From an optimization exercise on the open Yosys and OpenROAD flow, aimed at small area, a short achievable clock period and few clock cycles per item; shortcuts taken in it are not production practice.
In this exercise RTL edits were held to simulation tests only and were not proved equivalent to the original.

Setup of build 63:
==> flow/design.v (excerpt) <==
module frame_sync_period_tracker (
	input  logic                                  clk,
	input  logic                                  arst_n,
	input  logic                                  cfg_we,
	input  logic [fspt_pkg::LOSS_W-1:0]           cfg_wdata,
	input  logic                                  in_valid,
	output logic                                  in_ready,
	input  fspt_pkg::fspt_in_t                    in_item,
	output logic                                  out_valid,
	input  logic                                  out_ready,
	output fspt_pkg::fspt_out_t                   out_item
);
==> flow/config.mk <==
export PLATFORM = sky130hd
export DESIGN_NAME = frame_sync_period_tracker
export DESIGN_NICKNAME = frame_sync_period_tracker
export VERILOG_FILES = /design/flow/design.v
export SDC_FILE = /design/flow/constraint.sdc
export NUM_CORES = 4
export LEC_CHECK = 0
export ABC_AREA = 1
export CAP_MARGIN = 20
export CORE_MARGIN = 2
export CORE_UTILIZATION = 60
export CTS_CLUSTER_DIAMETER = 150
export CTS_CLUSTER_SIZE = 15
export SETUP_SLACK_MARGIN = 4.5
export SLEW_MARGIN = 20
==> flow/constraint.sdc <==
create_clock -name core_clock -period 8.0 [get_ports {clk}]
set_input_delay 1.6000 -clock core_clock [delete_from_list [all_inputs] [get_ports {clk}]]
set_output_delay 1.6000 -clock core_clock [all_outputs]
set_load 0.01 [all_outputs]
standard.sh (not shown) runs the stock make flow with config.mk's settings and CLKGATE_MAP_FILE= SYNTH_SCRIPT=/design/flow/synth_recipe.tcl, a recipe that flattens the netlist after the stock synthesis.
==> flow/flow/run.sh <==
#!/bin/bash
# The standard layout (standard.sh: ORFS synthesis through finish), with
# one change: the buffers that ORFS puts on every input and output port are
# made from the plain sky130_fd_sc_hd__buf_1 cell instead of the delay-buffer
# cell buffer_ports picks by default. Timing repair may still resize them.
# ORFS's own per-step logs are kept under orfs/logs; the make output goes to
# standard.log in this folder.
set -euo pipefail
export BUFFER_PORTS_ARGS="-buffer_cell sky130_fd_sc_hd__buf_1"
bash standard.sh > standard.log 2>&1
Every stage of the flow completed for build 63, and the final layout passed the timing, design-rule and antenna checks.
Testbench counts of build 63, summed over its fixed seeds: cycles 24,139, items 24,000.
Relative to build 63, the following input files were edited for build 21:
Settings: a deleted ABC_AREA that had been 1.
Findings:
- Origin of the worst setup path = in_item[0]: build 21; origin of the worst setup path = in_item[7]: build 63
- As of build 21, vertical die dimension had fallen slightly compared to build 63.
- Of build 21 and build 63, the lower achievable frequency belongs to build 21.
- Run comparison: build 63 most frequent standard cell in the layout excluding fill and tap cells nand2_1; build 21 most frequent standard cell in the layout excluding fill and tap cells inv_1
- The clock transition at the registers of the reported paths was comparable across build 21 and build 63.
Edits applied to the flow inputs when going from build 21 to build 96:
Settings: PLACE_DENSITY: unset -> 0.7; ABC_AREA: unset -> 1; SETUP_SLACK_MARGIN: 4.5 -> 4.7.
## What came out
Most frequent standard cell in the layout excluding fill and tap cells = nand2_1: build 96; most frequent standard cell in the layout excluding fill and tap cells = inv_1: build 21. The higher share of the synthesized area in compound gates (AO/OA/AOI/OAI) came out of build 21. Number of cells on the worst reg-to-reg path in build 96 is 3 higher than in build 21. Of build 96 and build 21, the lower core utilization of the finished layout belongs to build 96. Launch point of the worst path = in_item[0]: build 21; launch point of the worst path = out_ready: build 96. Summary of build 96 over build 21: global-route usage went down, filler-free cell count of the finished design now sits higher, area share of buffers outside the clock network fell by 1.9 points, upper clock frequency limit up 31 MHz. The lower floorplan die width came out of build 21. Inverter count of the layout excluding clock inverters (higher): build 96. Compared with build 21, build 96 shows count of TritonRoute iterations in the first routing pass higher by 3. When build 96 is measured against build 21, its total number of multi-input combinational cells turns out about 30% higher.
The following lists how build 35 was set up differently from build 96:
Settings: clearing PLACE_DENSITY, which used to be 0.7; swapping 4.7 for 4.5 in SETUP_SLACK_MARGIN.
diff --git a/flow/flow/run.sh b/flow/flow/run.sh
--- a/flow/flow/run.sh
+++ b/flow/flow/run.sh
@@ -9,2 +9,3 @@
 export BUFFER_PORTS_ARGS="-buffer_cell sky130_fd_sc_hd__buf_1"
+export ADDER_MAP_FILE=
 bash standard.sh > standard.log 2>&1
### Flow results
Compared with build 96, build 35 improves worst relative slew slack. Inverter count shrinks by a few percent when moving from build 96 to build 35. Buffer and inverter count on the worst path: build 96 vs build 35 identical. Number of tap cells added at floorplan: build 35 > build 96.

==> port drivers added, routing unchanged <==
The flow's constraints put no driver on any port. The routed layouts listed below were extracted and timed again, unchanged, in two steps. Step 1 assumes that a clkbuf_16 drives the clock port and a buf_2 every other input. Step 2 times the ports against the registers' clock, not the clock port: input delays grow and output delays shrink by t, the midpoint of the rising clock arrivals with the driver on. Slacks: ideal ports / drivers / drivers and shift; pairs: ideal ports / drivers.
| run | t (ns) | slack for setup (ns) | slew at the worst register clock pin (ns) | worst slew at a driven data input, ns | pins driven straight from the clock port |
|---|---|---|---|---|---|
| build 63 | 0.539 | 4.572 / 4.594 / 4.055 | 0.08 / 0.08 | 0.04 | 1 |
| build 21 | 0.544 | 4.356 / 4.367 / 3.829 | 0.08 / 0.08 | 0.07 | 1 |
| build 96 | 0.546 | 4.731 / 4.742 / 4.213 | 0.08 / 0.08 | 0.05 | 1 |
| build 35 | 0.550 | 4.569 / 4.580 / 4.048 | 0.08 / 0.08 | 0.04 | 1 |
After both steps every run listed still meets setup and hold. The setup slack of build 21, which loses most, moves by +0.011 ns with the drivers and by -0.527 ns with both steps.
